Optimization exercise on an open flow, not production practice. RTL: at most simulated, not proved equivalent. Power: default activity.

`flow/run.sh`:
```
#!/bin/bash
# synth_recipe.tcl (not shown) runs the flow's synth.tcl, then flattens the netlist and writes it again
# the make line also repeats each setting of config.mk as NAME=value (left out here)
make -C /OpenROAD-flow-scripts/flow DESIGN_CONFIG=/design/flow/config.mk WORK_HOME=/design/flow/orfs CLKGATE_MAP_FILE= SYNTH_SCRIPT=/design/flow/synth_recipe.tcl finish
```
`flow/config.mk`:
```
export PLATFORM = sky130hd
export DESIGN_NAME = spiMemory
export DESIGN_NICKNAME = spiMemory
export VERILOG_FILES = /design/flow/design.v
export SDC_FILE = /design/flow/constraint.sdc
export NUM_CORES = 4
export LEC_CHECK = 0
export CAP_MARGIN = 20
export CORE_MARGIN = 2
export CORE_UTILIZATION = 75
export CTS_BUF_LIST = sky130_fd_sc_hd__clkbuf_8
export CTS_CLUSTER_DIAMETER = 55
export CTS_CLUSTER_SIZE = 19
export SETUP_SLACK_MARGIN = 2.2
export SLEW_MARGIN = 20
```
`flow/constraint.sdc`:
```
create_clock -name core_clock -period 4.0 [get_ports {clk}]
set_input_delay 0.8000 -clock core_clock [delete_from_list [all_inputs] [get_ports {clk}]]
set_output_delay 0.8000 -clock core_clock [all_outputs]
set_load 0.01 [all_outputs]
```
`flow/design.v`:
```
package spiPkg;
    localparam int addrWidth = 7;
    localparam int dataWidth = 8;
    localparam int memDepth = 128;
    localparam int debounceCycles = 3;
    localparam int debounceWidth = $clog2(debounceCycles);
    localparam int rawPinCount = 3;
    localparam logic [rawPinCount-1:0] rawPinsIdle = 3'b010;
    localparam int readTapStep = 8;
    localparam int readTaps = memDepth / readTapStep;
    localparam int writePortStep = 32;
    localparam int writePorts = memDepth / writePortStep;
    localparam int stateWidth = 3;
    localparam logic [stateWidth-1:0] stateIdle = 3'd0;
    localparam logic [stateWidth-1:0] stateAddressLoad = 3'd1;
    localparam logic [stateWidth-1:0] stateBranch = 3'd2;
    localparam logic [stateWidth-1:0] stateDataLoad = 3'd3;
    localparam logic [stateWidth-1:0] stateRead = 3'd4;
    localparam logic [stateWidth-1:0] stateWrite = 3'd5;
    localparam logic [stateWidth-1:0] stateWriteCommit = 3'd6;
    typedef struct packed {
        logic sclkRise;
        logic sclkFall;
        logic csN;
        logic mosi;
    } spiPins;
    typedef struct packed {
        logic addrLoad;     
        logic lastAddrBit;  
        logic addrLatch;    
        logic shiftLoad;    
        logic memWrite;     
    } ctrlStrobes;
endpackage
`timescale 1ns/100ps
import spiPkg::*;
module inputConditioner
(
    input  logic   clk,
    input  logic   reset,
    input  logic   sclk,
    input  logic   csN,
    input  logic   mosi,
    output spiPkg::spiPins pins
);
    logic [rawPinCount-1:0]   rawPins;
    logic [rawPinCount-1:0]   syncStage1;
    logic [rawPinCount-1:0]   syncStage2;
    logic [rawPinCount-1:0]   stablePins;
    logic [debounceWidth-1:0] stableCount [rawPinCount];
    logic                     sclkPrev;
    assign rawPins = {mosi, csN, sclk};
    always_ff @(posedge clk) begin
        if (reset) begin
            syncStage1 <= rawPinsIdle;
            syncStage2 <= rawPinsIdle;
        end else begin
            syncStage1 <= rawPins;
            syncStage2 <= syncStage1;
        end
    end
    always_ff @(posedge clk) begin
        if (reset) begin
            stablePins <= rawPinsIdle;
            for (int i = 0; i < rawPinCount; i++) begin
                stableCount[i] <= '0;
            end
        end else begin
            for (int i = 0; i < rawPinCount; i++) begin
                if (syncStage2[i] == stablePins[i]) begin
                    stableCount[i] <= '0;
                end else if (stableCount[i] == debounceWidth'(debounceCycles - 1)) begin
                    stablePins[i] <= syncStage2[i];
                    stableCount[i] <= '0;
                end else begin
                    stableCount[i] <= stableCount[i] + 1'b1;
                end
            end
        end
    end
    always_ff @(posedge clk) begin
        if (reset) begin
            sclkPrev <= 1'b0;
        end else begin
            sclkPrev <= stablePins[0];
        end
    end
    assign pins.sclkRise = stablePins[0] & ~sclkPrev;
    assign pins.sclkFall = ~stablePins[0] & sclkPrev;
    assign pins.csN = stablePins[1];
    assign pins.mosi = stablePins[2];
endmodule
`timescale 1ns/100ps
import spiPkg::*;
module shiftRegister
(
    input  logic                 clk,
    input  logic                 reset,
    input  spiPkg::spiPins               pins,
    input  spiPkg::ctrlStrobes           strobes,
    input  logic [dataWidth-1:0] parallelIn,
    output logic [dataWidth-1:0] parallelOut,
    output logic                 miso
);
    logic [dataWidth-1:0] shiftReg;
    always_ff @(posedge clk) begin
        if (reset) begin
            shiftReg <= '0;
        end else if (strobes.shiftLoad) begin
            shiftReg <= parallelIn;
        end else if (pins.sclkRise) begin
            shiftReg <= {shiftReg[dataWidth-2:0], pins.mosi};
        end
    end
    always_ff @(posedge clk) begin
        if (reset) begin
            miso <= 1'b0;
        end else if (pins.sclkFall) begin
            miso <= shiftReg[dataWidth-1];
        end
    end
    assign parallelOut = shiftReg;
endmodule
`timescale 1ns/100ps
import spiPkg::*;
module spiController
(
    input  logic       clk,
    input  logic       reset,
    input  spiPkg::spiPins     pins,
    input  logic       rwBit,
    output spiPkg::ctrlStrobes strobes,
    output logic       misoEnable
);
    logic [stateWidth-1:0] state;
    logic [2:0]            bitCount;
    always_ff @(posedge clk) begin
        if (reset || pins.csN) begin
            state <= stateIdle;
            bitCount <= '0;
            misoEnable <= 1'b0;
        end else begin
            case (state)
                stateIdle, stateWriteCommit: begin
                    state <= stateAddressLoad;
                    bitCount <= '0;
                end
                stateAddressLoad: begin
                    if (pins.sclkRise) begin
                        bitCount <= bitCount + 1'b1;
                        if (bitCount == 3'd7) begin
                            state <= stateBranch;
                        end
                    end
                end
                stateBranch: begin
                    state <= rwBit ? stateDataLoad : stateWrite;
                end
                stateDataLoad: begin
                    state <= stateRead;
                end
                stateRead: begin
                    if (pins.sclkFall) begin
                        if (!misoEnable) begin
                            misoEnable <= 1'b1;
                        end else begin
                            bitCount <= bitCount + 1'b1;
                            if (bitCount == 3'd7) begin
                                misoEnable <= 1'b0;
                                state <= stateIdle;
                            end
                        end
                    end
                end
                stateWrite: begin
                    if (pins.sclkRise) begin
                        bitCount <= bitCount + 1'b1;
                        if (bitCount == 3'd7) begin
                            state <= stateWriteCommit;
                        end
                    end
                end
                default: begin
                    state <= stateIdle;
                    bitCount <= '0;
                    misoEnable <= 1'b0;
                end
            endcase
        end
    end
    assign strobes.addrLoad = (state == stateAddressLoad);
    assign strobes.lastAddrBit = (bitCount == 3'd7);
    assign strobes.addrLatch = (state == stateBranch);
    assign strobes.shiftLoad = (state == stateDataLoad);
    assign strobes.memWrite = (state == stateWriteCommit);
endmodule
`timescale 1ns/100ps
import spiPkg::*;
module dataMemory
(
    input  logic                 clk,
    input  spiPkg::spiPins       pins,
    input  spiPkg::ctrlStrobes   strobes,
    input  logic [dataWidth-1:0] busIn,
    output logic [dataWidth-1:0] readData
);
    localparam int posWidth = $clog2(memDepth);
    localparam int tapWidth = $clog2(readTaps);
    localparam int portWidth = $clog2(writePorts);
    logic [memDepth-1:0][dataWidth-1:0] ring;
    logic [memDepth-1:0][dataWidth-1:0] ringNext;
    logic [posWidth-1:0]  rotation;
    logic [posWidth-1:0]  nextRotation;
    logic [addrWidth-1:0] addrReg;
    logic [dataWidth-1:0] heldData;
    logic                 writePending;
    logic                 newCandidate;
    logic [posWidth-1:0]  candidatePos;
    logic                 tapHit;
    logic [tapWidth-1:0]  tapIndex;
    logic [dataWidth-1:0] tapData;
    logic                 writeNow;
    logic [writePorts-1:0] writeSelect;
    logic [portWidth-1:0] writePort;
    assign nextRotation = rotation + 1'b1;
    assign newCandidate = pins.sclkRise && !(strobes.addrLoad && strobes.lastAddrBit);
    assign tapHit = (candidatePos[posWidth-tapWidth-1:0] == (posWidth-tapWidth)'(readTapStep - 2));
    assign tapIndex = candidatePos[posWidth-1 -: tapWidth];
    assign writeNow = writePending &&
        (rotation[posWidth-portWidth-1:0] == ~addrReg[posWidth-portWidth-1:0]);
    assign writePort = rotation[posWidth-1 -: portWidth] + addrReg[posWidth-1 -: portWidth] + 1'b1;
    always_comb begin
        ringNext = {ring[memDepth-2:0], ring[memDepth-1]};
        for (int j = 0; j < writePorts; j++) begin
            if (writeSelect[j]) begin
                ringNext[j * writePortStep + 1] = heldData;
            end
        end
    end
    assign tapData = ring[{tapIndex, (posWidth-tapWidth)'(readTapStep - 1)}];
    always_ff @(posedge clk) begin
        rotation <= nextRotation;
        if (newCandidate) begin
            candidatePos <= {busIn[addrWidth-2:0], pins.mosi} + rotation;
        end else begin
            candidatePos <= candidatePos + 1'b1;
        end
        ring <= ringNext;
        if (strobes.addrLatch) begin
            addrReg <= busIn[dataWidth-1 -: addrWidth];
        end
        for (int j = 0; j < writePorts; j++) begin
            writeSelect[j] <= writeNow && writePort == portWidth'(j);
        end
        if (strobes.memWrite) begin
            writePending <= 1'b1;
        end else if (|writeSelect) begin
            writePending <= 1'b0;
        end
        if (strobes.memWrite) begin
            heldData <= busIn;
        end else if (tapHit && !writePending) begin
            heldData <= tapData;
        end
    end
    assign readData = tapHit ? tapData : heldData;
endmodule
`timescale 1ns/100ps
import spiPkg::*;
module spiMemory
(
    input  logic clk,
    input  logic reset,
    input  logic sclk,
    input  logic csN,
    input  logic mosi,
    output logic miso,
    output logic misoEnable
);
    spiPkg::spiPins       pins;
    spiPkg::ctrlStrobes   strobes;
    logic [dataWidth-1:0] parallelOut;
    logic [dataWidth-1:0] readData;
    logic                 rwBit;
    inputConditioner i_inputConditioner (
        .clk   (clk),
        .reset (reset),
        .sclk  (sclk),
        .csN   (csN),
        .mosi  (mosi),
        .pins  (pins)
    );
    assign rwBit = parallelOut[0];
    spiController i_spiController (
        .clk        (clk),
        .reset      (reset),
        .pins       (pins),
        .rwBit      (rwBit),
        .strobes    (strobes),
        .misoEnable (misoEnable)
    );
    shiftRegister i_shiftRegister (
        .clk         (clk),
        .reset       (reset),
        .pins        (pins),
        .strobes     (strobes),
        .parallelIn  (readData),
        .parallelOut (parallelOut),
        .miso        (miso)
    );
    dataMemory i_dataMemory (
        .clk      (clk),
        .pins     (pins),
        .strobes  (strobes),
        .busIn    (parallelOut),
        .readData (readData)
    );
endmodule
```
==> results of run 1 <==
[worst reg2reg max path: stages (launching register included)]
cell and delay, ns:
dfxtp_4 0.38, ha_2 0.21, fa_2 0.36, a211oi_2 0.26
o21ai_1 0.12, and4_1 0.21, a211oi_1 0.28
[cells in the mapped netlist, types with 11 or more instances]
master,n
xnor2_1,15
buf_2,11
o21ai_0,17
mux2_2,40
nor2_1,19
ha_1,15
edfxtp_1,15
dfxtp_1,1075
nand2_1,36
mux2i_1,22
nor3_1,16
mux4_1,25
clkbuf_1,12
[sequential cells by signal, indices dropped and copies added (netlist names)]
| name | count |
|---|---|
| i_dataMemory.ring | 1024 |
| i_dataMemory.heldData | 8 |
| i_shiftRegister.shiftReg | 8 |
| i_dataMemory.addrReg | 7 |
| i_dataMemory.candidatePos | 7 |
| i_dataMemory.rotation | 7 |
| i_inputConditioner.stableCount | 6 |
| i_dataMemory.writeSelect | 4 |
| i_inputConditioner.stablePins | 3 |
| i_inputConditioner.syncStage1 | 3 |
| i_inputConditioner.syncStage2 | 3 |
| i_spiController.bitCount | 3 |
| i_spiController.state | 3 |
| i_dataMemory.writePending | 1 |
| i_inputConditioner.sclkPrev | 1 |
| i_shiftRegister.miso | 1 |
| i_spiController.misoEnable | 1 |
[power by group]
group	switching [W]	internal (W)	leakage, nW	total (W)
logic	0.000275	0.000344	1.37	0.000618
clock network	0.00298	0.00174	0.595	0.00472
registers	0.000179	0.0109	8.81	0.0111
[cell usage in the layout, fill, tap and decap left out, types with 4 or more instances in the layout]
cell and count:
dfxtp_1 1065, clkbuf_8 73, nand2_1 36, mux2_2 35, mux2i_1 22, mux4_2 21, nor2_1 19, inv_1 18
buf_4 16, xnor2_1 15, nor3_1 15, o21ai_0 15, edfxtp_1 15, ha_1 14, mux4_1 11, a31oi_1 9
nor2b_1 9, a311o_1 8, nand3_1 7, xor2_1 7, a21oi_1 7, o21ai_1 7, a211oi_1 6, dfxtp_2 6
and3_1 5, a21o_1 5, mux2_4 5, buf_6 5, or3_1 4, nand3b_1 4, dfxtp_4 4, clkdlybuf4s50_1 4
[metal layers]
layer  GRT usage [%]  part of all wire (%)  vias up  wire length (um)
li1                -                     -     4860                 -
met1            30.3                    48     4810             17100
met2            31.3                    44      216             15800
met3            4.30                   4.8       90              1700
met4            8.06                   3.1        0              1110
met5               0                     0        -                 0
[logic make-up after synthesis]
logic type      count (synthesis)
flops                        1090
simple gates                  115
mux                            94
compound gates                 71
buf+inv                        41
xor+xnor                       22
fa+ha+maj                      16
[worst paths after layout]
check	cells past startpoint	slack (ns)	to
worst min-delay path	0	0.32	i_dataMemory.ring[316]$_DFF_P_
worst max-delay path	6	2.07	i_dataMemory.candidatePos[6]$_DFF_P_
worst min register to register	0	0.32	i_dataMemory.ring[316]$_DFF_P_
worst max register to register	6	2.07	i_dataMemory.candidatePos[6]$_DFF_P_
[layout make-up]
| class | count | share of cell area, % |
|---|---|---|
| Timing Repair Buffer | 30 | 1.15 |
| Tap cell | 448 | 2.08 |
| Inverter | 10 | 0.139 |
| Clock buffer | 73 | 3.73 |
| Multi-Input combinational cell | 319 | 11.0 |
| Sequential cell | 1090 | 81.6 |
| Clock inverter | 12 | 0.353 |
[through the flow]
stage	cells	setup slack (ns)	instance area [um2]	hold slack, ns	utilization [%]
3_5_place_dp	1878	1.35	25600	0.312	76.9
5_1_grt	1982	1.98	27000	0.323	81.0
3_3_place_gp	1878	1.57	25600	0.310	76.9
6_report	1982	2.07	27000	0.320	81.0
4_1_cts	1976	2.06	26900	0.319	80.8
2_1_floorplan	1449	2.21	25100	0.310	-
[timing repair]
item / in CTS / in global routing
pin swaps: 3 / 1
gates cloned: 2 / 0
setup buffers: 11 / 6
endpoints found under the setup margin: 33 / 29
resized for setup: 53 / 16
==> flow_summary_export.csv, run 1 <==
group,metric,value,unit
status,outcome,"no timing/DRC/antenna violations",
drt,vias,9976,
worst_setup_path,slowest_stage,"dfxtp_4",
synthesis,yosys.area_share.simple,2.26,%
cts,htreeDepth,3,
sta,fmax,517,MHz
sta,hold_violations,0,
worst_setup_path,path_class,"reg -> reg",
finish,antenna_cells,0,
global_route,grt_start_max_net_pins,34,
synthesis,synth_flop_cell,"dfxtp_1",
sta,finalSetupViolCount,0,
synthesis,syn_area,25100,um2
cts,clkTransAtPathRegs,0.11,ns
synthesis,synth_fa_ha_area_share,0.827,%
synthesis,synth_top_family_by_area,"multiplexers",
drt,viasPerCell,5.03,
sta,finalCritPeriodShare,48.3,%
worst_setup_path,startpoint,"i_dataMemory.rotation[0]$_DFF_P_",
die,rows,67,
synthesis,syn_inst,1449,
sta,setup-tns-final,0,ns
die,initial_core_util,75.5,%
drt,ant_nets,0,
place,dp_hpwl,21200,um
worst_setup_path,r2r_start,"i_dataMemory.rotation[0]$_DFF_P_",
cts,clockBufferDepth,3,
global_route,grt.total_usage,20.8,%
synthesis,yosys.area.top_type,"dfxtp_1",
synthesis,syn_nets,1470,
cts,cts_hold_buf,0,
synthesis,synth_cell_types,48,
sta,skew,0.0218,ns
min_path,min-delay-start,"i_dataMemory.ring[308]$_DFF_P_",
drt,dr.pass1.iters,5,
synthesis,async_flop_share,0,%
worst_setup_path,worstSetupEndpointType,"register",
synthesis,yosys-mux-area-fraction,5.91,%
global_route,antenna_found_initial,0,
run,maxCapViolCount,0,
finish,ff_latch_area,22000,um2
finish,multiInputGateArea,2960,um2
global_route,grt_pass1_wl,54900,um
synthesis,ys_ff_latch,1090,
finish,fill_cells,1654,
min_path,hold_class,"reg -> reg",
die,dieArea,35000,um2
worst_setup_path,critPathArrivalTime,2.45,ns
place,gp_congestion,0.817,
cts,cts_buffers,68,
drt,wirelength,35700,um
synthesis,ys_seq_area_share,87.5,%
power,finalPower,0.0164,W
sta,rsz0062_at_grt,"true",
worst_setup_path,required,4.51,ns
worst_setup_path,crit_path_cell_trace,"ha_2 > fa_2 > a211oi_2 > o21ai_1 > and4_1 > a211oi_1",
die,die_height,187,um
worst_setup_path,cp_top_family,"compound AO/OA/AOI/OAI gates",
power,vdd_drop_max,0.445,mV
finish,drive_above_1_share,12.4,%
cts,clock-sinks,1090,
synthesis,synth-edff-count,15,
drt,drt-wirelength-per-cell,18.0,um
global_route,grt_pass1_vias,10100,
finish,nets,1540,
synthesis,yosys.area.top_type_share,85.7,%
worst_setup_path,cp_slowest_stage_delay,0.38,ns
synthesis,yosysWarnings,5,
synthesis,synthTopCellsByArea,"dfxtp_1 (86%), mux4_1 (2.6%), edfxtp_1 (1.8%), mux2_2 (1.8%), mux2i_1 (0.88%)",
synthesis,synth-compound-area-share,1.88,%
cts,cts_root_buf,"clkbuf_8",
power,p_leak,10.8,nW
synthesis,synth_xor_area_share,0.767,%
power,pwr_density_cell,610,nW/um2
cts,cts_tree,"built",
sta,max_slew_margin,47.2,%
worst_setup_path,critPathLaunchType,"register",
worst_setup_path,path_max_fanout,6,
drt,drc,0,
sta,worstMarginPinSlew,0.792,ns
place,io_buffers,6,
die,core,33300,um2
sta,post-route-min-period,1.93,ns
drt,drt_iter0_drc,640,
global_route,overflow,0,
finish,syn_to_final_growth,7.32,%
cts,clkLatencyLatePin,0.64,ns
sta,drv_slew,0,
worst_setup_path,cp_num_buf_inv,0,
die,die_x,187,um
synthesis,syn_avg_cell_area,17.3,um2
die,ioPinCount,7,
==> run 2, diff against run 1 <==
--- a/flow/config.mk
+++ b/flow/config.mk
@@ -8,8 +8,8 @@
 export CAP_MARGIN = 20
 export CORE_MARGIN = 2
-export CORE_UTILIZATION = 75
+export CORE_UTILIZATION = 85
 export CTS_BUF_LIST = sky130_fd_sc_hd__clkbuf_8
-export CTS_CLUSTER_DIAMETER = 55
-export CTS_CLUSTER_SIZE = 19
+export CTS_CLUSTER_DIAMETER = 45
+export CTS_CLUSTER_SIZE = 18
 export SETUP_SLACK_MARGIN = 2.2
 export SLEW_MARGIN = 20
==> run 2 against run 1 <==
Compared with the run above:
- the flow now stops in 3_5_place_dp
- area after synthesis unchanged
- synthesized cell count stayed put
==> flow_summary_export.csv, run 2 <==
group,metric,value,unit
synthesis,yosysWarnings,5,
die,ioPinCount,7,
synthesis,syn_area,25100,um2
die,die_height,176,um
die,initial_core_util,86.8,%
synthesis,synth_commonest_cells,"dfxtp_1 (1,075), mux2_2 (40), nand2_1 (36), mux4_1 (25), mux2i_1 (22)",
synthesis,syn_inst,1449,
die,rows,62,
status,outcome,"stopped before the end",
status,firstError,"Error: detail_place.tcl, 38 bad optional access",
place,io_buffers,6,
synthesis,yosys.area.top_type,"dfxtp_1",
die,die_x,176,um
synthesis,async_flop_share,0,%
synthesis,synth_cell_types,48,
synthesis,synth-edff-count,15,
synthesis,ys_ff_latch,1090,
synthesis,synth_flop_cell,"dfxtp_1",
status,haltStage,"3_5_place_dp",
synthesis,syn_nets,1470,
synthesis,synth.most_common_cell,"dfxtp_1",
place,gp_congestion,0.759,
synthesis,synthTopCellsByArea,"dfxtp_1 (86%), mux4_1 (2.6%), edfxtp_1 (1.8%), mux2_2 (1.8%), mux2i_1 (0.88%)",
synthesis,yosys.area.top_type_share,85.7,%
synthesis,ys_seq_area_share,87.5,%
synthesis,syn_avg_cell_area,17.3,um2
==> run 2: worst max path at each step <==
stage	slack [ns]	cells after the start	to	from
after global placement	1.67	4	i_dataMemory.heldData[2]$_DFFE_PP_	i_dataMemory.candidatePos[5]$_DFF_P_
after floorplan	2.21	6	i_dataMemory.candidatePos[6]$_DFF_P_	i_dataMemory.rotation[0]$_DFF_P_
==> run 2: logic make-up after synthesis <==
kind of cell,count (synthesis),share of synthesized area [%]
adder cells (fa/ha/maj),16,0.827
AND/OR/NAND/NOR,115,2.26
flip-flops,1090,87.5
AO/OA/AOI/OAI,71,1.88
buffers and inverters,41,0.887
multiplexers,94,5.91
XOR/XNOR,22,0.767
==> run 2: power by group through the flow <==
stage / clock [W] / sequential (W) / combinational [W]
floorplan: 0 / 0.0112 / 0.000477
global placement: 0 / 0.0114 / 0.000349
==> run 2: metrics by stage <==
stage             area, um2  std cells  total power [W]
floorplan             25100       1449           0.0117
global placement      25500       1813           0.0117
==> run 3, diff against run 2 <==
--- a/flow/config.mk
+++ b/flow/config.mk
@@ -8,5 +8,5 @@
 export CAP_MARGIN = 20
 export CORE_MARGIN = 2
-export CORE_UTILIZATION = 85
+export CORE_UTILIZATION = 75
 export CTS_BUF_LIST = sky130_fd_sc_hd__clkbuf_8
 export CTS_CLUSTER_DIAMETER = 45
==> run 3 against run 2 <==
Compared with the run above:
- the run now finishes clean
- synthesized cell count is the same
- area after synthesis unchanged
==> flow_summary_export.csv, run 3 <==
group,metric,value,unit
sta,setup-tns-final,0,ns
synthesis,yosys.area.top_type,"dfxtp_1",
power,vdd_drop_max,0.418,mV
drt,wirelength,35800,um
cts,clock-sinks,1090,
die,initial_core_util,75.5,%
global_route,grt_pass1_wl,55100,um
sta,fmax,524,MHz
place,post_dp_cell_area,25600,um2
global_route,overflow,0,
worst_setup_path,required,3.20,ns
sta,max_slew_margin,50.2,%
cts,cts_buffers,72,
cts,cts_hold_buf,0,
die,die_x,187,um
die,rows,67,
drt,drc,0,
synthesis,ys_seq_area_share,87.5,%
worst_setup_path,cp_top_family,"flip-flops",
worst_setup_path,cp_num_buf_inv,1,
worst_setup_path,crit_path_cell_trace,"buf_6",
place,dp.cells,1878,
finish,fin_cells,1983,
worst_setup_path,path_max_fanout,2,
cts,clockBufferDepth,3,
finish,final_cell_mix,"dfxtp_1 (1,066), clkbuf_8 (75), nand2_1 (36), mux2_2 (32), mux4_2 (27)",
synthesis,ys_ff_latch,1090,
synthesis,syn_nets,1470,
finish,antenna_cells,0,
status,outcome,"no timing/DRC/antenna violations",
global_route,grt_start_max_net_pins,34,
drt,dr.pass1.iters,5,
finish,drive_above_1_share,13.6,%
place,io_buffers,6,
sta,drv_slew,0,
drt,drt_iter0_drc,511,
drt,viasPerCell,5.03,
global_route,grt.total_usage,20.9,%
worst_setup_path,slowest_stage,"dfxtp_4",
synthesis,syn_inst,1449,
finish,largest_reg_flops,1024,
drt,vias,9980,
die,ioPinCount,7,
die,core,33300,um2
sta,hold_violations,0,
finish,fill_cells,1622,
finish,top_regs,"i_dataMemory.ring: 1024 flops, i_dataMemory.heldData: 8 flops, i_shiftRegister.shiftReg: 8 flops",
synthesis,synthTopCellsByArea,"dfxtp_1 (86%), mux4_1 (2.6%), edfxtp_1 (1.8%), mux2_2 (1.8%), mux2i_1 (0.88%)",
synthesis,yosysWarnings,5,
worst_setup_path,cp_slowest_stage_delay,0.36,ns
synthesis,yosys.area.top_type_share,85.7,%
place,gp_congestion,0.817,
place,dp_hpwl,21200,um
cts,cts_root_buf,"clkbuf_8",
synthesis,synth_flop_cell,"dfxtp_1",
cts,htreeDepth,3,
synthesis,syn_avg_cell_area,17.3,um2
cts,clkTransAtPathRegs,0.12,ns
die,dieArea,35000,um2
global_route,antenna_found_initial,0,
worst_setup_path,worstSetupEndpointType,"primary output",
drt,drt-wirelength-per-cell,18.1,um
synthesis,synth.most_common_cell,"dfxtp_1",
synthesis,synth-edff-count,15,
sta,finalSetupViolCount,0,
worst_setup_path,path_class,"reg -> out",
min_path,hold_class,"reg -> reg",
synthesis,async_flop_share,0,%
sta,rsz0062_at_grt,"true",
finish,final_cell_area,27100,um2
synthesis,syn_area,25100,um2
run,maxCapViolCount,0,
power,p_leak,10.8,nW
power,pwr_density_cell,615,nW/um2
cts,cts_tree,"built",
synthesis,synth_cell_types,48,
finish,layout_commonest_cell,"dfxtp_1",
cts,clkLatencyLatePin,0.65,ns
synthesis,synth_commonest_cells,"dfxtp_1 (1,075), mux2_2 (40), nand2_1 (36), mux4_1 (25), mux2i_1 (22)",
worst_setup_path,reg2reg_slack,2.10,ns
global_route,grt_pass1_vias,10100,
sta,finalCritPeriodShare,47.7,%
sta,worstMarginPinSlew,0.746,ns
drt,ant_nets,0,
sta,post-route-min-period,1.91,ns
finish,top_register,"i_dataMemory.ring",
sta,skew,0.0309,ns
finish,nets,1543,
worst_setup_path,critPathArrivalTime,1.11,ns
finish,syn_to_final_growth,7.73,%
die,die_height,187,um
worst_setup_path,critPathLaunchType,"register",
==> run 3: cell counts after synthesis <==
No cell type changed its count.
==> run 3: cells by family (layout without fill, tap and decap cells) <==
family	after synthesis	after routing	synth area share (%)
flops	1090	1090	87.5
xor+xnor	22	22	0.767
simple gates	115	116	2.26
fa+ha+maj	16	16	0.827
compound gates	71	71	1.88
buf+inv	41	126	0.887
mux	94	94	5.91
==> run 3: metrics by stage <==
stage	setup WS, ns	hold slack (ns)	power, W	utilization, %
finish	2.09	0.300	0.0167	81.3
global route	2.05	0.305	0.0172	81.3
CTS	2.06	0.303	0.0166	80.9
detailed placement	1.35	0.312	0.0118	76.9
global placement	1.57	0.310	0.0118	76.9
floorplan	2.21	0.310	0.0117	-
==> run 3: final cells by class <==
cell class                      instances  area [um2]  share of cell area, %
Timing Repair Buffer                   29         358                   1.32
Inverter                               10        37.5                  0.139
Clock inverter                         12         113                  0.416
Sequential cell                      1090       22000                   81.3
Tap cell                              448         561                   2.07
Multi-Input combinational cell        319        2970                   11.0
Clock buffer                           75        1030                   3.81
==> run 3: worst paths after layout <==
kind,from,depth (start not counted),end
hold reg to reg,i_dataMemory.ring[658]$_DFF_P_,0,i_dataMemory.ring[666]$_DFF_P_
setup reg to reg,i_dataMemory.candidatePos[5]$_DFF_P_,6,i_dataMemory.heldData[3]$_DFFE_PP_
hold / removal,i_dataMemory.ring[658]$_DFF_P_,0,i_dataMemory.ring[666]$_DFF_P_
setup / recovery,i_spiController.misoEnable$_SDFFE_PP0P_,1,misoEnable
==> run 3: timing repair <==
action | 4_1_cts | 5_1_grt
hold endpoints to repair | 0 | 0
buffers inserted | 9 | 6
pin swaps | 2 | 2
setup endpoints to repair | 33 | 34
gates cloned | 2 | 1
resized for setup | 49 | 32
==> run 3: worst register-to-register path, delay by kind of cell, from the launching register on <==
family                 cells  cell delay (ns)
DFF                        1             0.40
AOI/OAI and AO/OA          1             0.05
buffers and inverters      2             0.29
muxes                      3             0.92
==> run 3: power by group <==
group	total (W)	internal [W]	leakage, nW	switching, W
registers	0.0111	0.0109	8.81	0.000158
clock network	0.00482	0.00180	0.600	0.00302
logic	0.000740	0.000413	1.37	0.000327
==> run 3: metal layers <==
metal / global-route usage (%) / up-vias / routed length (um)
met4: 7.72 / 0 / 873
met2: 31.4 / 228 / 15900
met1: 30.4 / 4845 / 17300
met5: 0 / - / 0
met3: 4.69 / 54 / 1740
li1: - / 4853 / -
==> run 4, diff against run 3 <==
==> flow/config.mk (replaced) <==
export PLATFORM = sky130hd
export DESIGN_NAME = spiMemory
export DESIGN_NICKNAME = spiMemory
export VERILOG_FILES = /design/flow/design.v
export SDC_FILE = /design/flow/constraint.sdc
export NUM_CORES = 4
export LEC_CHECK = 0
export ABC_AREA = 1
export CAP_MARGIN = 20
export CORE_MARGIN = 2
export CORE_UTILIZATION = 70
export CTS_BUF_LIST = sky130_fd_sc_hd__clkbuf_16
export CTS_CLUSTER_DIAMETER = 50
export CTS_CLUSTER_SIZE = 30
export SETUP_SLACK_MARGIN = 2.3
export SLEW_MARGIN = 20
==> run 4 against run 3 <==
Compared with the run above:
- wire length grew 6.1%
- core utilization shrank 3.1 points
- clock-buffer cell count shrank 23
- maximum frequency grew 1.8%
- sequential cell count is the same
- cell count grew 19%
- critical endpoint is now miso
- global-route usage shrank 0.38 points
- combinational power grew 92%
- setup slack gained 0.034 ns
- die area grew 8.1%
==> flow_summary_export.csv, run 4 <==
group,metric,value,unit
finish,ff_latch_area,22000,um2
worst_setup_path,required,3.20,ns
power,pwr_density_cell,675,nW/um2
sta,setup-tns-final,0,ns
synthesis,ys_seq_area_share,86.6,%
sta,finalSetupViolCount,0,
worst_setup_path,cp_num_cells,1,
synthesis,yosys.area.top_type_share,84.8,%
drt,drt_iter0_drc,657,
finish,top_register,"i_dataMemory.ring",
place,pre_cts_ws,1.75,ns
drt,drt-wirelength-per-cell,16.2,um
worst_setup_path,crit_path_cell_trace,"buf_6",
synthesis,syn_avg_cell_area,13.9,um2
global_route,grt_pass1_wl,59800,um
cts,clockBufferDepth,3,
worst_setup_path,path_max_fanout,2,
finish,antenna_cells,0,
sta,max_slew_margin,45.7,%
die,ioPinCount,7,
sta,finalWorstSetupSlack,2.13,ns
power,p_leak,11.5,nW
synthesis,syn_inst,1820,
synthesis,yosys.area.top_type,"dfxtp_1",
power,vdd_drop_max,0.591,mV
sta,hold_violations,0,
sta,worstMarginPinSlew,0.813,ns
worst_setup_path,slowest_stage,"dfxtp_2",
cts,cts_buffers,51,
status,outcome,"no timing/DRC/antenna violations",
drt,viasPerCell,4.85,
finish,final_cell_mix,"dfxtp_1 (1,065), nand2_1 (262), inv_1 (113), nand3_1 (94), clkbuf_16 (53)",
die,die_x,194,um
min_path,hold_class,"reg -> reg",
sta,finalCritPeriodShare,46.8,%
die,rows,69,
cts,clkLatencyLatePin,0.63,ns
global_route,grt.total_usage,20.5,%
drt,ant_nets,0,
synthesis,synth_cell_types,39,
cts,cts_tree,"built",
worst_setup_path,critPathArrivalTime,1.07,ns
synthesis,synth_commonest_cells,"dfxtp_1 (1,075), nand2_1 (266), inv_1 (110), nand3_1 (96)",
place,dp_hpwl,21400,um
run,maxCapViolCount,0,
die,dieArea,37800,um2
synthesis,synthTopCellsByArea,"dfxtp_1 (85%), nand2_1 (3.9%), nand3_1 (1.9%), edfxtp_1 (1.8%), inv_1 (1.6%)",
drt,wirelength,38000,um
worst_setup_path,r2r_end,"i_dataMemory.candidatePos[6]$_DFF_P_",
cts,clock-sinks,1090,
finish,layout_commonest_cell,"dfxtp_1",
drt,vias,11400,
worst_setup_path,critPathLaunchType,"register",
worst_setup_path,startpoint,"i_shiftRegister.miso$_SDFFE_PP0P_",
synthesis,synth_flop_cell,"dfxtp_1",
cts,cts_hold_buf,0,
synthesis,syn_area,25400,um2
worst_setup_path,r2r_start,"i_dataMemory.rotation[0]$_DFF_P_",
drt,drc,0,
worst_setup_path,cp-endpoint,"miso",
cts,cts_root_buf,"clkbuf_16",
finish,syn_to_final_growth,9.80,%
sta,fmax,534,MHz
worst_setup_path,worst_r2r_path_depth,13,
worst_setup_path,cp_slowest_stage_delay,0.36,ns
finish,final_cell_area,27900,um2
synthesis,synth.most_common_cell,"dfxtp_1",
synthesis,yosysWarnings,5,
finish,drive_above_1_share,7.99,%
cts,htreeDepth,2,
global_route,grt_start_max_net_pins,65,
global_route,overflow,0,
finish,fill_cells,2087,
synthesis,async_flop_share,0,%
cts,clkTransAtPathRegs,0.10,ns
worst_setup_path,path_class,"reg -> out",
drt,dr.pass1.iters,8,
worst_setup_path,worstSetupEndpointType,"primary output",
place,gp_congestion,0.850,
global_route,grt_pass1_vias,11400,
sta,drv_slew,0,
global_route,antenna_found_initial,0,
sta,rsz0062_at_grt,"true",
place,post_dp_cell_area,25900,um2
finish,largest_reg_flops,1024,
worst_setup_path,reg2reg_slack,2.36,ns
sta,skew,0.0343,ns
die,die_height,194,um
synthesis,ys_ff_latch,1090,
worst_setup_path,cp_top_family,"flip-flops",
sta,post-route-min-period,1.87,ns
synthesis,synth-edff-count,15,
synthesis,syn_nets,1841,
die,core,35700,um2
place,io_buffers,6,
die,initial_core_util,71.2,%
finish,multiInputGateArea,2810,um2
finish,top_regs,"i_dataMemory.ring: 1024 flops, i_dataMemory.heldData: 8 flops, i_shiftRegister.shiftReg: 8 flops",
finish,nets,1875,
worst_setup_path,cp_num_buf_inv,1,
[run 4: worst min-delay path by stage]
| stage | slack (ns) | startpoint | to | cells past startpoint |
|---|---|---|---|---|
| floorplan | 0.31 | i_dataMemory.ring[992]$_DFF_P_ | i_dataMemory.ring[1000]$_DFF_P_ | 0 |
| global placement | 0.31 | i_dataMemory.ring[607]$_DFF_P_ | i_dataMemory.ring[615]$_DFF_P_ | 0 |
| detailed placement | 0.31 | i_dataMemory.ring[327]$_DFF_P_ | i_dataMemory.ring[335]$_DFF_P_ | 0 |
| CTS | 0.32 | i_dataMemory.ring[170]$_DFF_P_ | i_dataMemory.ring[178]$_DFF_P_ | 0 |
| global route | 0.32 | i_dataMemory.ring[834]$_DFF_P_ | i_dataMemory.ring[842]$_DFF_P_ | 0 |
| finish | 0.31 | i_dataMemory.ring[170]$_DFF_P_ | i_dataMemory.ring[178]$_DFF_P_ | 0 |
[run 4: routing by layer]
metal	vias to the layer above	global-route usage (%)	share of wire [%]
met3	75	3.11	4.6
met4	0	7.86	2.8
met1	5394	29.1	48
met2	227	32.3	45
met5	-	0	0
li1	5714	-	-
[run 4: cell families after synthesis]
| logic type | share of synthesized area (%) |
|---|---|
| flip-flops | 86.6 |
| XOR/XNOR | 0.449 |
| AND/OR/NAND/NOR | 7.33 |
| adder cells (fa/ha/maj) | 0.818 |
| AO/OA/AOI/OAI | 2.28 |
| buffers and inverters | 2.57 |
[run 4: metrics by stage]
step	std cells	util [%]	power (W)	hold WS (ns)
finish	2352	78.2	0.0188	0.311
global route	2352	78.2	0.0195	0.321
CTS	2350	77.9	0.0188	0.322
detailed placement	2256	72.5	0.0126	0.312
global placement	2256	72.5	0.0125	0.310
floorplan	1820	-	0.0122	0.310
[run 4: layout make-up]
| class | count | area share, % |
|---|---|---|
| clock inverter | 38 | 1.86 |
| inverter | 119 | 1.66 |
| timing repair buffer | 18 | 0.754 |
| sequential | 1090 | 78.9 |
| clock buffer | 52 | 4.67 |
| multi-input combinational | 574 | 10.1 |
| tap | 461 | 2.07 |
[run 4: repair_timing]
item / in CTS / in global routing
buffers inserted: 4 / 1
endpoints found under the setup margin: 33 / 28
gates cloned: 0 / 1
pin swaps: 2 / 1
resized for setup: 32 / 19
[run 4: where the power goes]
part	internal, W	leakage (nW)	switching, W
combinational	0.000402	1.71	0.00102
sequential	0.0110	8.86	0.0000831
clock	0.00288	0.898	0.00345
==> run 5, diff against run 4 <==
--- a/flow/design.v
+++ b/flow/design.v
@@ -44,10 +44,11 @@
     output spiPkg::spiPins pins
 );
-    logic [rawPinCount-1:0]   rawPins;
-    logic [rawPinCount-1:0]   syncStage1;
-    logic [rawPinCount-1:0]   syncStage2;
-    logic [rawPinCount-1:0]   stablePins;
-    logic [debounceWidth-1:0] stableCount [rawPinCount];
-    logic                     sclkPrev;
+    logic [rawPinCount-1:0] rawPins;
+    logic [rawPinCount-1:0] syncStage1;
+    logic [rawPinCount-1:0] syncStage2;
+    logic [rawPinCount-1:0] history1;
+    logic [rawPinCount-1:0] history2;
+    logic [rawPinCount-1:0] stablePins;
+    logic                   sclkPrev;
     assign rawPins = {mosi, csN, sclk};
     always_ff @(posedge clk) begin
@@ -55,7 +56,11 @@
             syncStage1 <= rawPinsIdle;
             syncStage2 <= rawPinsIdle;
+            history1 <= rawPinsIdle;
+            history2 <= rawPinsIdle;
         end else begin
             syncStage1 <= rawPins;
             syncStage2 <= syncStage1;
+            history1 <= syncStage2;
+            history2 <= history1;
         end
     end
@@ -63,18 +68,7 @@
         if (reset) begin
             stablePins <= rawPinsIdle;
-            for (int i = 0; i < rawPinCount; i++) begin
-                stableCount[i] <= '0;
-            end
         end else begin
-            for (int i = 0; i < rawPinCount; i++) begin
-                if (syncStage2[i] == stablePins[i]) begin
-                    stableCount[i] <= '0;
-                end else if (stableCount[i] == debounceWidth'(debounceCycles - 1)) begin
-                    stablePins[i] <= syncStage2[i];
-                    stableCount[i] <= '0;
-                end else begin
-                    stableCount[i] <= stableCount[i] + 1'b1;
-                end
-            end
+            stablePins <= (syncStage2 & history1 & history2) |
+                          (stablePins & (syncStage2 | history1 | history2));
         end
     end
--- a/flow/config.mk
+++ b/flow/config.mk
@@ -9,8 +9,8 @@
 export CAP_MARGIN = 20
 export CORE_MARGIN = 2
-export CORE_UTILIZATION = 70
-export CTS_BUF_LIST = sky130_fd_sc_hd__clkbuf_16
-export CTS_CLUSTER_DIAMETER = 50
-export CTS_CLUSTER_SIZE = 30
-export SETUP_SLACK_MARGIN = 2.3
+export CORE_UTILIZATION = 75
+export CTS_BUF_LIST = sky130_fd_sc_hd__clkbuf_8
+export CTS_CLUSTER_DIAMETER = 45
+export CTS_CLUSTER_SIZE = 18
+export SETUP_SLACK_MARGIN = 2.2
 export SLEW_MARGIN = 20
==> run 5 against run 4 <==
Compared with the run above:
- cell count fell by 1.6%
- critical path depth did not move
- still clean on timing, DRC and antenna
- first-iteration DRC count rose by 7.9%
- combinational power fell by 8%
- clock-buffer cell count rose by 22
==> flow_summary_export.csv, run 5 <==
group,metric,value,unit
sta,setup-tns-final,0,ns
sta,finalCritPeriodShare,48.0,%
synthesis,synthTopCellsByArea,"dfxtp_1 (85%), nand2_1 (3.9%), nand3_1 (2.1%), edfxtp_1 (1.8%), inv_1 (1.6%)",
cts,clockBufferDepth,3,
synthesis,synth_commonest_cells,"dfxtp_1 (1,075), nand2_1 (260), inv_1 (106), nand3_1 (104), o21ai_0 (47)",
global_route,grt_pass1_wl,60500,um
status,outcome,"no timing/DRC/antenna violations",
worst_setup_path,slowest_stage,"dfxtp_2",
global_route,grt_start_max_net_pins,65,
place,dp_hpwl,22900,um
min_path,min_to,"i_dataMemory.ring[341]$_DFF_P_",
sta,rsz0062_at_grt,"true",
sta,finalSetupViolCount,0,
synthesis,syn_nets,1818,
cts,clkTransAtPathRegs,0.10,ns
die,die_height,188,um
finish,largest_reg_flops,1024,
synthesis,synth-edff-count,15,
die,core,33400,um2
global_route,antenna_found_initial,1,
synthesis,async_flop_share,0,%
sta,hold_ws,0.315,ns
synthesis,synth_cell_types,36,
finish,nets,1872,
run,maxCapViolCount,0,
power,vdd_drop_max,0.464,mV
synthesis,syn_area,25300,um2
place,post_dp_cell_area,25700,um2
sta,post-route-min-period,1.92,ns
worst_setup_path,cp_slowest_stage_delay,0.37,ns
synthesis,yosys.area.top_type,"dfxtp_1",
power,pwr_density_cell,634,nW/um2
worst_setup_path,worst_r2r_path_depth,5,
die,rows,67,
synthesis,ys_ff_latch,1090,
worst_setup_path,cp_top_family,"flip-flops",
drt,drc,0,
worst_setup_path,critPathArrivalTime,1.12,ns
power,p_leak,11.1,nW
synthesis,synth_flop_cell,"dfxtp_1",
cts,cts_tree,"built",
cts,htreeDepth,3,
worst_setup_path,path_max_fanout,2,
finish,drive_above_1_share,6.86,%
finish,top_register,"i_dataMemory.ring",
min_path,min-delay-start,"i_dataMemory.ring[333]$_DFF_P_",
drt,vias,11500,
drt,wirelength,38200,um
cts,cts_buffers,71,
synthesis,synth.most_common_cell,"dfxtp_1",
drt,dr.pass1.iters,5,
sta,finalWorstSetupSlack,2.08,ns
finish,final_cell_area,26900,um2
synthesis,syn_inst,1800,
cts,cts_hold_buf,0,
cts,clkLatencyLatePin,0.64,ns
global_route,overflow,0,
drt,drt_iter0_drc,709,
sta,hold_violations,0,
die,dieArea,35200,um2
worst_setup_path,critPathLaunchType,"register",
sta,worstMarginPinSlew,0.846,ns
sta,max_slew_margin,43.5,%
cts,clock-sinks,1090,
drt,viasPerCell,4.97,
sta,fmax,520,MHz
global_route,grt.total_usage,22.4,%
drt,ant_nets,0,
finish,layout_commonest_cell,"dfxtp_1",
synthesis,syn_avg_cell_area,14.0,um2
finish,top_regs,"i_dataMemory.ring: 1024 flops, i_dataMemory.heldData: 8 flops, i_shiftRegister.shiftReg: 8 flops",
worst_setup_path,crit_path_cell_trace,"buf_6",
finish,antenna_cells,0,
synthesis,yosys.area.top_type_share,85.1,%
finish,final_cell_mix,"dfxtp_1 (1,070), nand2_1 (256), inv_1 (110), nand3_1 (104), clkbuf_8 (74)",
worst_setup_path,required,3.20,ns
min_path,holdPathStages,0,
synthesis,yosysWarnings,4,
die,ioPinCount,7,
die,initial_core_util,75.8,%
global_route,grt_pass1_vias,11700,
worst_setup_path,path_class,"reg -> out",
drt,drt-wirelength-per-cell,16.5,um
place,gp_congestion,0.828,
worst_setup_path,cp_num_buf_inv,1,
cts,cts_root_buf,"clkbuf_8",
finish,syn_to_final_growth,6.56,%
place,io_buffers,6,
min_path,hold_class,"reg -> reg",
die,die_x,188,um
worst_setup_path,reg2reg_slack,2.29,ns
synthesis,ys_seq_area_share,86.9,%
worst_setup_path,r2r_start,"i_spiController.state[2]$_SDFFE_PP0P_",
worst_setup_path,r2r_end,"i_spiController.state[1]$_SDFFE_PP0P_",
sta,skew,0.0280,ns
place,pre_cts_ws,1.67,ns
worst_setup_path,worstSetupEndpointType,"primary output",
sta,drv_slew,0,
-- run 5: timing repair --
item,4_1_cts,5_1_grt
endpoints found under the setup margin,27,26
resized for setup,21,16
setup buffers,1,4
pin swaps,0,1
-- run 5: layout make-up --
| cell class | count | area, um2 |
|---|---|---|
| Clock buffer | 74 | 1020 |
| Timing Repair Buffer | 17 | 171 |
| Sequential cell | 1090 | 22000 |
| Tap cell | 448 | 561 |
| Inverter | 117 | 449 |
| Fill cell | 1835 | 6430 |
| Clock inverter | 11 | 77.6 |
| Multi-Input combinational cell | 557 | 2680 |
-- run 5: worst max-delay path by stage --
stage	to	from	depth (start not counted)	slack (ns)
floorplan	i_dataMemory.heldData[0]$_DFFE_PP_	i_dataMemory.candidatePos[0]$_DFF_P_	4	2.30
global placement	i_shiftRegister.shiftReg[7]$_SDFFE_PP0P_	reset	4	1.81
detailed placement	i_spiController.state[1]$_SDFFE_PP0P_	reset	4	1.67
CTS	misoEnable	i_spiController.misoEnable$_SDFFE_PP0P_	1	2.05
global route	misoEnable	i_spiController.misoEnable$_SDFFE_PP0P_	1	2.02
finish	misoEnable	i_spiController.misoEnable$_SDFFE_PP0P_	1	2.08
-- run 5: through the flow --
stage / instances / total power, W / utilization [%]
after global placement: 2224 / 0.0125 / 77.1
after detailed placement: 2224 / 0.0126 / 77.1
final: 2314 / 0.0171 / 80.7
after floorplan: 1800 / 0.0122 / -
after CTS: 2310 / 0.0171 / 80.5
after global routing: 2314 / 0.0177 / 80.7
-- run 5: cells by family after synthesis --
logic type	synth area share, %
flip-flops	86.9
AND/OR/NAND/NOR	7.12
buffers and inverters	2.65
AO/OA/AOI/OAI	2.26
adder cells (fa/ha/maj)	0.673
XOR/XNOR	0.381
-- run 5: layer usage --
layer  vias to the layer above  GRT usage (%)  part of all wire, %
met3                       113           4.04                  4.3
met4                         0           10.7                  4.2
met1                      5443           30.9                   46
li1                       5671              -                    -
met2                       282           34.8                   45
met5                         -              0                    0
-- run 5: where the power goes --
part,internal [W],switching [W],total (W)
Clock,0.00170,0.00301,0.00471
Sequential,0.0110,0.0000863,0.0111
Combinational,0.000349,0.000965,0.00131
==> run 6, diff against run 5 <==
==> flow/flow/run.sh (new file) <==
#!/bin/bash
# The standard layout, with a clock tree whose root and trunk use the strongest
# clock buffer; leaf clusters as in config.mk. Make's output goes to flow_make.log.
set -euo pipefail
export CTS_ARGS="-sink_clustering_enable -repair_clock_nets -sink_clustering_size 18 -sink_clustering_max_diameter 45 -buf_list sky130_fd_sc_hd__clkbuf_8 -root_buf sky130_fd_sc_hd__clkbuf_16 -tree_buf sky130_fd_sc_hd__clkbuf_16"
bash standard.sh finish > flow_make.log 2>&1
==> flow/standard.sh (new file) <==
#!/bin/bash
# synth_recipe.tcl (not shown) runs the flow's synth.tcl, then flattens the netlist and writes it again
# the make line also repeats each setting of config.mk as NAME=value (left out here)
make -C /OpenROAD-flow-scripts/flow DESIGN_CONFIG=/design/flow/config.mk WORK_HOME=/design/flow/orfs CLKGATE_MAP_FILE= SYNTH_SCRIPT=/design/flow/synth_recipe.tcl "${@:-finish}"
--- a/flow/config.mk
+++ b/flow/config.mk
@@ -13,4 +13,4 @@
 export CTS_CLUSTER_DIAMETER = 45
 export CTS_CLUSTER_SIZE = 18
-export SETUP_SLACK_MARGIN = 2.2
+export SETUP_SLACK_MARGIN = 2.4
 export SLEW_MARGIN = 20
removed: flow/run.sh
==> run 6 against run 5 <==
Compared with the run above:
- still clean
- cell count increased by 1.5%
- worst hold slack improved by 0.0083 ns
- first-iteration DRC count increased by 3.5%
- clock skew decreased by 0.0050 ns
- area after synthesis unchanged
- maximum frequency increased by 3.9%
- die area unchanged
- sequential power about the same
- wire length increased by 14%
- total power increased by 7.7%
- setup slack improved by 0.072 ns
- via count increased by 3.0%
- largest power group unchanged
==> flow_summary_export.csv, run 6 <==
group,metric,value,unit
synthesis,synth_commonest_cells,"dfxtp_1 (1,075), nand2_1 (260), inv_1 (106), nand3_1 (104), o21ai_0 (47)",
sta,drv_slew,0,
finish,drive_above_1_share,12.7,%
synthesis,syn_inst,1800,
finish,largest_reg_flops,1024,
synthesis,yosysWarnings,4,
synthesis,async_flop_share,0,%
finish,layout_commonest_cell,"dfxtp_1",
finish,fill_cells,1615,
synthesis,syn_nets,1818,
synthesis,synth_flop_cell,"dfxtp_1",
drt,ant_nets,0,
die,core,33400,um2
min_path,holdPathStages,0,
worst_setup_path,path_class,"reg -> out",
worst_setup_path,path_max_fanout,2,
synthesis,synth-edff-count,15,
sta,setup-tns-final,0,ns
synthesis,yosys.area.top_type,"dfxtp_1",
synthesis,synth_cell_types,36,
cts,htreeDepth,3,
place,dp_hpwl,23100,um
sta,fmax,541,MHz
drt,viasPerCell,5.05,
synthesis,syn_area,25300,um2
worst_setup_path,required,3.20,ns
sta,rsz0062_at_grt,"true",
synthesis,ys_seq_area_share,86.9,%
finish,top_register,"i_dataMemory.ring",
power,pwr_density_cell,658,nW/um2
global_route,grt_pass1_wl,62100,um
synthesis,yosys.area_share.simple,7.12,%
cts,cts_buffers,71,
worst_setup_path,worst_r2r_path_depth,12,
drt,drt-wirelength-per-cell,18.6,um
finish,top_regs,"i_dataMemory.ring: 1024 flops, i_dataMemory.heldData: 8 flops, i_shiftRegister.shiftReg: 8 flops",
sta,post-route-min-period,1.85,ns
die,dieArea,35200,um2
synthesis,synth-compound-area-share,2.26,%
die,die_x,188,um
worst_setup_path,critPathLaunchType,"register",
synthesis,syn_avg_cell_area,14.0,um2
place,io_buffers,6,
sta,hold_ws,0.323,ns
finish,ff_latch_area,22000,um2
run,maxCapViolCount,0,
sta,finalSetupViolCount,0,
finish,multiInputGateArea,3080,um2
drt,dr.pass1.iters,5,
synthesis,synth_xor_area_share,0.381,%
global_route,grt_start_max_net_pins,35,
worst_setup_path,reg2reg_slack,2.34,ns
drt,drc,0,
worst_setup_path,r2r_start,"i_dataMemory.rotation[0]$_DFF_P_",
place,gp_congestion,0.815,
finish,syn_to_final_growth,10.7,%
finish,nets,1903,
sta,finalCritPeriodShare,46.2,%
power,p_leak,11.5,nW
die,die_height,188,um
worst_setup_path,cp_num_buf_inv,1,
drt,vias,11900,
worst_setup_path,cp_top_family,"flip-flops",
die,initial_core_util,75.8,%
min_path,hold_class,"reg -> reg",
worst_setup_path,crit_path_cell_trace,"buf_6",
cts,cts_root_buf,"clkbuf_16",
global_route,grt_pass1_vias,11800,
min_path,min_to,"i_dataMemory.ring[292]$_DFF_P_",
cts,clock-sinks,1090,
synthesis,synth.most_common_cell,"dfxtp_1",
sta,max_slew_margin,39.8,%
min_path,min-delay-start,"i_dataMemory.ring[284]$_DFF_P_",
sta,worstMarginPinSlew,0.901,ns
synthesis,ys_ff_latch,1090,
synthesis,synth_fa_ha_area_share,0.673,%
global_route,antenna_found_initial,0,
synthesis,synth_top_family_by_area,"simple AND/OR/NAND/NOR gates",
synthesis,yosys.area.top_type_share,85.1,%
die,ioPinCount,7,
global_route,overflow,0,
global_route,grt.total_usage,23.3,%
status,outcome,"no timing/DRC/antenna violations",
cts,cts_hold_buf,0,
synthesis,synthTopCellsByArea,"dfxtp_1 (85%), nand2_1 (3.9%), nand3_1 (2.1%), edfxtp_1 (1.8%), inv_1 (1.6%)",
cts,cts_tree,"built",
cts,clkTransAtPathRegs,0.10,ns
sta,skew,0.0230,ns
synthesis,yosys-mux-area-fraction,0,%
worst_setup_path,slowest_stage,"dfxtp_2",
sta,hold_violations,0,
power,vdd_drop_max,0.505,mV
drt,drt_iter0_drc,734,
worst_setup_path,critPathArrivalTime,1.05,ns
worst_setup_path,r2r_end,"i_dataMemory.candidatePos[6]$_DFF_P_",
worst_setup_path,worstSetupEndpointType,"primary output",
cts,clockBufferDepth,3,
finish,antenna_cells,0,
worst_setup_path,cp_slowest_stage_delay,0.37,ns
die,rows,67,
drt,wirelength,43600,um
cts,clkLatencyLatePin,0.59,ns
finish,final_cell_mix,"dfxtp_1 (1,064), nand2_1 (234), inv_1 (113), clkbuf_8 (67), nand3_1 (59)",
==> run 6: through the flow <==
step	area, um2	setup slack, ns	utilization (%)	power (W)	std cells
2_1_floorplan	25300	2.41	-	0.0122	1800
3_3_place_gp	25700	1.85	77.1	0.0125	2223
3_5_place_dp	25700	1.75	77.1	0.0126	2223
4_1_cts	27200	2.12	81.4	0.0176	2324
5_1_grt	28000	2.11	83.9	0.0190	2349
6_report	28000	2.15	83.9	0.0184	2349
==> run 6: how the worst max path moves through the flow <==
| stage | startpoint | to | slack (ns) | depth (start not counted) |
|---|---|---|---|---|
| global route | i_shiftRegister.miso$_SDFFE_PP0P_ | miso | 2.11 | 1 |
| global placement | reset | i_shiftRegister.shiftReg[6]$_SDFFE_PP0P_ | 1.85 | 4 |
| detailed placement | reset | i_shiftRegister.shiftReg[6]$_SDFFE_PP0P_ | 1.75 | 4 |
| CTS | i_shiftRegister.miso$_SDFFE_PP0P_ | miso | 2.12 | 1 |
| floorplan | i_dataMemory.rotation[0]$_DFF_P_ | i_dataMemory.candidatePos[6]$_DFF_P_ | 2.41 | 12 |
| finish | i_shiftRegister.miso$_SDFFE_PP0P_ | miso | 2.15 | 1 |
==> run 6: report_power, final <==
group	switching [W]	leakage [nW]	internal, W
logic	0.00140	2.03	0.000860
registers	0.000112	8.86	0.0110
clock network	0.00311	0.645	0.00195
total	0.00461	11.5	0.0138
==> run 6: cell type report <==
type,count,share of cell area (%)
clock buffers,76,4.10
clock inverters,13,0.277
inverters,117,1.64
multi-input cells,557,11.0
flip-flops and latches,1090,78.6
well taps,448,2.00
repair buffers,46,2.36
repair inverters,2,0.0715
==> run 6: per-layer routing <==
metal | global-route usage (%) | part of all wire [%] | up-vias
met2 | 37.5 | 48 | 317
li1 | - | - | 5738
met1 | 31.5 | 45 | 5710
met5 | 0 | 0 | -
met4 | 9.18 | 3.1 | 0
met3 | 4.53 | 4.6 | 94
==> run 6: kinds of logic after synthesis <==
group | after synthesis
flip-flops | 1090
adder cells (fa/ha/maj) | 13
XOR/XNOR | 11
buffers and inverters | 153
AND/OR/NAND/NOR | 428
AO/OA/AOI/OAI | 105
==> run 6: what timing repair did <==
action / CTS / global route
hold endpoints to repair: 0 / 0
pin swaps: 3 / 43
cloned: 2 / 11
buffers inserted: 10 / 14
endpoints found under the setup margin: 29 / 32
resized for setup: 41 / 107
==> run 7, diff against run 6 <==
--- a/flow/config.mk
+++ b/flow/config.mk
@@ -13,4 +13,4 @@
 export CTS_CLUSTER_DIAMETER = 45
 export CTS_CLUSTER_SIZE = 18
-export SETUP_SLACK_MARGIN = 2.4
+export SETUP_SLACK_MARGIN = 2.0
 export SLEW_MARGIN = 20
==> run 7 against run 6 <==
Compared with the run above:
- non-clock buffer count is 34 lower
- register-to-register slack worse by 0.21 ns
- largest power group unchanged
- clock-buffer cell count is 2 lower
- sequential power hardly changed
==> flow_summary_export.csv, run 7 <==
group,metric,value,unit
cts,cts_hold_buf,0,
synthesis,syn_inst,1800,
drt,drt_iter0_drc,814,
worst_setup_path,path_class,"reg -> out",
power,p_int,0.0132,W
drt,vias,11400,
synthesis,async_flop_share,0,%
place,dp_hpwl,22900,um
status,outcome,"no timing/DRC/antenna violations",
synthesis,syn_area,25300,um2
synthesis,synth_cell_types,36,
finish,top_register,"i_dataMemory.ring",
place,dp.cells,2224,
synthesis,synth_fa_ha_area_share,0.673,%
cts,cts_buffers,71,
synthesis,synth.most_common_cell,"dfxtp_1",
sta,rsz0062_at_grt,"false",
sta,hold_violations,0,
sta,fmax,512,MHz
global_route,antenna_found_initial,1,
sta,setup-tns-final,0,ns
finish,final_cell_mix,"dfxtp_1 (1,071), nand2_1 (259), inv_1 (110), nand3_1 (104), clkbuf_8 (65)",
synthesis,yosysWarnings,4,
drt,wirelength,37900,um
place,gp_congestion,0.828,
global_route,grt.total_usage,22.3,%
sta,drv_slew,0,
synthesis,yosys.area.top_type_share,85.1,%
die,rows,67,
synthesis,syn_avg_cell_area,14.0,um2
die,die_height,188,um
power,finalPower,0.0173,W
power,p_leak,11.1,nW
synthesis,synth_flop_cell,"dfxtp_1",
sta,hold_ws,0.315,ns
power,pwr_density_cell,642,nW/um2
finish,antenna_cells,0,
power,clockPowerShare,28.6,%
global_route,grt_start_max_net_pins,65,
power,netSwitchingPower,0.00408,W
die,core,33400,um2
synthesis,yosys.area.top_type,"dfxtp_1",
cts,cts_root_buf,"clkbuf_16",
die,die_x,188,um
synthesis,yosys-mux-area-fraction,0,%
worst_setup_path,cp_slowest_stage_delay,0.36,ns
worst_setup_path,critPathArrivalTime,1.15,ns
drt,dr.pass1.iters,5,
worst_setup_path,worstSetupEndpointType,"primary output",
power,pwr-share-seq,64.0,%
worst_setup_path,cp_top_family,"flip-flops",
synthesis,synth_xor_area_share,0.381,%
synthesis,synth-edff-count,15,
finish,top_regs,"i_dataMemory.ring: 1024 flops, i_dataMemory.heldData: 8 flops, i_shiftRegister.shiftReg: 8 flops",
finish,largest_reg_flops,1024,
cts,clock-sinks,1090,
min_path,hold_class,"reg -> reg",
cts,cts_tree,"built",
synthesis,synth_commonest_cells,"dfxtp_1 (1,075), nand2_1 (260), inv_1 (106), nand3_1 (104), o21ai_0 (47)",
global_route,overflow,0,
sta,finalCritPeriodShare,48.8,%
synthesis,yosys.area_share.simple,7.12,%
worst_setup_path,required,3.20,ns
drt,drt-wirelength-per-cell,16.4,um
synthesis,synth_top_family_by_area,"simple AND/OR/NAND/NOR gates",
drt,drc,0,
cts,clkTransAtPathRegs,0.11,ns
die,initial_core_util,75.8,%
sta,skew,0.0223,ns
drt,ant_nets,0,
finish,nets,1867,
cts,htreeDepth,3,
worst_setup_path,slowest_stage,"dfxtp_2",
finish,syn_to_final_growth,6.50,%
synthesis,synthTopCellsByArea,"dfxtp_1 (85%), nand2_1 (3.9%), nand3_1 (2.1%), edfxtp_1 (1.8%), inv_1 (1.6%)",
global_route,grt_pass1_wl,60300,um
die,dieArea,35200,um2
synthesis,ys_seq_area_share,86.9,%
cts,clockBufferDepth,3,
synthesis,ys_ff_latch,1090,
place,pre_cts_ws,1.67,ns
sta,post-route-min-period,1.95,ns
cts,clkLatencyLatePin,0.58,ns
synthesis,synth-compound-area-share,2.26,%
global_route,grt_pass1_vias,11600,
finish,drive_above_1_share,6.23,%
power,switching_share,23.6,%
power,vdd_drop_max,0.465,mV
die,ioPinCount,7,
sta,finalSetupViolCount,0,
worst_setup_path,cp_num_buf_inv,1,
sta,max_slew_margin,43.2,%
worst_setup_path,crit_path_cell_trace,"clkdlybuf4s15_2",
sta,worstMarginPinSlew,0.852,ns
finish,layout_commonest_cell,"dfxtp_1",
drt,viasPerCell,4.95,
worst_setup_path,path_max_fanout,2,
run,maxCapViolCount,0,
worst_setup_path,critPathLaunchType,"register",
sta,finalWorstSetupSlack,2.05,ns
synthesis,syn_nets,1818,
finish,fin_cells,2309,
place,io_buffers,6,
power,pwr-share-comb,7.4,%
-- run 7: cell type report --
cell class              instances  area (um2)
clock inverters                11        77.6
repair buffers                 12         105
multi-input cells             557        2640
inverters                     117         442
flip-flops and latches       1090       22000
fillers                      1818        6440
well taps                     448         561
clock buffers                  74        1120
-- run 7: kinds of logic (layout without fill, tap and decap cells) --
logic type,Yosys count,after routing
simple gates,428,428
compound gates,105,105
fa+ha+maj,13,13
flops,1090,1090
buf+inv,153,214
xor+xnor,11,11
-- run 7: final timing paths --
check	start	endpoint	slack (ns)	cells after the start
max	i_shiftRegister.miso$_SDFFE_PP0P_	miso	2.05	1
min	i_dataMemory.ring[450]$_DFF_P_	i_dataMemory.ring[458]$_DFF_P_	0.31	0
max reg2reg	i_dataMemory.candidatePos[6]$_DFF_P_	i_dataMemory.heldData[1]$_DFFE_PP_	2.13	3
min reg2reg	i_dataMemory.ring[450]$_DFF_P_	i_dataMemory.ring[458]$_DFF_P_	0.31	0
-- run 7: layer usage --
metal / share of wire (%) / track usage [%]
met1: 46 / 30.6
met2: 45 / 34.9
met3: 4.7 / 4.34
met4: 4.0 / 10.6
met5: 0 / 0
-- run 7: power by group through the flow --
stage | registers (W) | clock network (W) | logic [W]
6_report | 0.0111 | 0.00495 | 0.00128
5_1_grt | 0.0111 | 0.00541 | 0.00138
4_1_cts | 0.0111 | 0.00505 | 0.00127
3_5_place_dp | 0.0113 | 0 | 0.00126
3_3_place_gp | 0.0113 | 0 | 0.00122
2_1_floorplan | 0.0113 | 0 | 0.000938
-- run 7: stage by stage --
stage	utilization, %	area (um2)
6_report	80.7	26900
5_1_grt	80.7	26900
3_3_place_gp	77.1	25700
3_5_place_dp	77.1	25700
2_1_floorplan	-	25300
4_1_cts	80.7	26900
-- run 7: what timing repair did --
action | CTS | global route
setup buffers | 0 | 0
resized for setup | 10 | 5
setup endpoints to repair | 9 | 10
==> run 8, diff against run 7 <==
--- a/flow/config.mk
+++ b/flow/config.mk
@@ -13,4 +13,4 @@
 export CTS_CLUSTER_DIAMETER = 45
 export CTS_CLUSTER_SIZE = 18
-export SETUP_SLACK_MARGIN = 2.0
+export SETUP_SLACK_MARGIN = 2.2
 export SLEW_MARGIN = 20
==> run 8 against run 7 <==
Compared with the run above:
- clock skew grew 0.0029 ns
- wire length grew 1.7%
- combinational power increased by 6%
- first-iteration DRC count up 5.7%
- synthesized cell count is the same
- clock-buffer cell count unchanged
- worst hold slack about the same
- sequential share of layout area is 0.32 points lower
- area after synthesis unchanged
- clock power about the same
- critical endpoint is now i_dataMemory.heldData[1]$_DFFE_PP_
- largest cell class unchanged
- largest power group unchanged
- highest routed layer unchanged
==> flow_summary_export.csv, run 8 <==
group,metric,value,unit
min_path,min_to,"i_dataMemory.ring[458]$_DFF_P_",
synthesis,synth.most_common_cell,"dfxtp_1",
cts,cts_buffers,71,
worst_setup_path,worst_r2r_path_depth,3,
synthesis,ys_ff_latch,1090,
drt,ant_nets,0,
sta,worstMarginPinSlew,0.828,ns
die,rows,67,
finish,ff_latch_area,22000,um2
power,p_leak,11.1,nW
worst_setup_path,required,4.33,ns
synthesis,synth-edff-count,15,
finish,antenna_cells,0,
finish,fin_cells,2313,
run,maxCapViolCount,0,
sta,finalSetupViolCount,0,
die,initial_core_util,75.8,%
die,ioPinCount,7,
sta,finalWorstSetupSlack,2.13,ns
finish,final_cell_mix,"dfxtp_1 (1,071), nand2_1 (257), inv_1 (110), nand3_1 (104), clkbuf_8 (65)",
place,dp_hpwl,22900,um
finish,top_register,"i_dataMemory.ring",
status,outcome,"no timing/DRC/antenna violations",
synthesis,syn_nets,1818,
sta,drv_slew,0,
min_path,hold_class,"reg -> reg",
cts,clkLatencyLatePin,0.59,ns
sta,rsz0062_at_grt,"true",
global_route,grt_pass1_vias,11600,
finish,top_regs,"i_dataMemory.ring: 1024 flops, i_dataMemory.heldData: 8 flops, i_shiftRegister.shiftReg: 8 flops",
drt,dr.pass1.iters,6,
global_route,overflow,0,
sta,finalCritPeriodShare,46.7,%
synthesis,syn_area,25300,um2
synthesis,synth_cell_types,36,
finish,nets,1871,
worst_setup_path,worstSetupEndpointType,"register",
sta,max_slew_margin,44.7,%
sta,hold_violations,0,
cts,clock-sinks,1090,
drt,drt-wirelength-per-cell,16.7,um
worst_setup_path,path_max_fanout,10,
global_route,grt.total_usage,22.4,%
drt,viasPerCell,4.96,
worst_setup_path,r2r_start,"i_dataMemory.candidatePos[6]$_DFF_P_",
die,core,33400,um2
finish,syn_to_final_growth,6.92,%
drt,vias,11500,
finish,largest_reg_flops,1024,
synthesis,yosysWarnings,4,
worst_setup_path,critPathArrivalTime,2.20,ns
global_route,grt_pass1_wl,60400,um
worst_setup_path,reg2reg_slack,2.13,ns
cts,cts_tree,"built",
synthesis,synth_commonest_cells,"dfxtp_1 (1,075), nand2_1 (260), inv_1 (106), nand3_1 (104), o21ai_0 (47)",
cts,clkTransAtPathRegs,0.11,ns
synthesis,yosys.area.top_type,"dfxtp_1",
min_path,holdPathStages,0,
place,io_buffers,6,
finish,layout_commonest_cell,"dfxtp_1",
place,pre_cts_ws,1.67,ns
sta,skew,0.0252,ns
finish,fill_cells,1802,
drt,drt_iter0_drc,860,
die,dieArea,35200,um2
synthesis,syn_avg_cell_area,14.0,um2
die,die_x,188,um
synthesis,synthTopCellsByArea,"dfxtp_1 (85%), nand2_1 (3.9%), nand3_1 (2.1%), edfxtp_1 (1.8%), inv_1 (1.6%)",
sta,fmax,535,MHz
finish,drive_above_1_share,6.65,%
worst_setup_path,path_class,"reg -> reg",
-- run 8: cell counts after synthesis --
Identical to the previous run, type by type.
-- run 8: critical path: stages (launching register included) --
cell and delay, ns:
dfxtp_1 0.85, inv_2 0.35, nand3_1 0.29, a31oi_1 0.13
-- run 8: cells by family after synthesis --
| family | count (synthesis) | synth area share [%] |
|---|---|---|
| and+or+nand+nor | 428 | 7.12 |
| adders and majority gates | 13 | 0.673 |
| buffers and inverters | 153 | 2.65 |
| DFF | 1090 | 86.9 |
| AOI/OAI and AO/OA | 105 | 2.26 |
| xor gates and xnor gates | 11 | 0.381 |
-- run 8: report_power, final --
part	switching (W)	internal [W]
Sequential	0.0000930	0.0110
Combinational	0.000992	0.000368
Clock	0.00305	0.00191
-- run 8: stage by stage --
stage | instance area [um2] | utilization [%] | power (W)
floorplan | 25300 | - | 0.0122
global placement | 25700 | 77.1 | 0.0125
detailed placement | 25700 | 77.1 | 0.0126
CTS | 26900 | 80.7 | 0.0174
global route | 27000 | 81.0 | 0.0179
finish | 27000 | 81.0 | 0.0174
-- run 8: layout make-up --
type / count / area share (%)
Timing Repair Buffer: 16 / 0.657
Multi-Input combinational cell: 557 / 9.86
Sequential cell: 1090 / 81.3
Inverter: 117 / 1.66
Clock buffer: 74 / 4.14
Tap cell: 448 / 2.07
Clock inverter: 11 / 0.287
-- run 8: how the worst max path moves through the flow --
| stage | to | slack [ns] | cells after the start |
|---|---|---|---|
| floorplan | i_dataMemory.heldData[0]$_DFFE_PP_ | 2.30 | 4 |
| global placement | i_shiftRegister.shiftReg[7]$_SDFFE_PP0P_ | 1.81 | 4 |
| detailed placement | i_spiController.state[1]$_SDFFE_PP0P_ | 1.67 | 4 |
| CTS | misoEnable | 2.11 | 1 |
| global route | misoEnable | 2.10 | 1 |
| finish | i_dataMemory.heldData[1]$_DFFE_PP_ | 2.13 | 3 |
-- run 8: layer usage --
| layer | part of all wire, % | routed length, um | vias to the layer above | track usage (%) |
|---|---|---|---|---|
| li1 | - | - | 5672 | - |
| met1 | 47 | 18200 | 5412 | 30.6 |
| met2 | 45 | 17300 | 277 | 34.9 |
| met3 | 4.3 | 1640 | 102 | 4.34 |
| met4 | 3.8 | 1460 | 0 | 10.6 |
| met5 | 0 | 0 | - | 0 |
-- run 8: repair_timing --
| action | 4_1_cts | 5_1_grt |
|---|---|---|
| setup buffers | 1 | 2 |
| hold buffers | 0 | 0 |
| endpoints found under the setup margin | 27 | 28 |
| resized for setup | 18 | 15 |
| gates cloned | 0 | 1 |
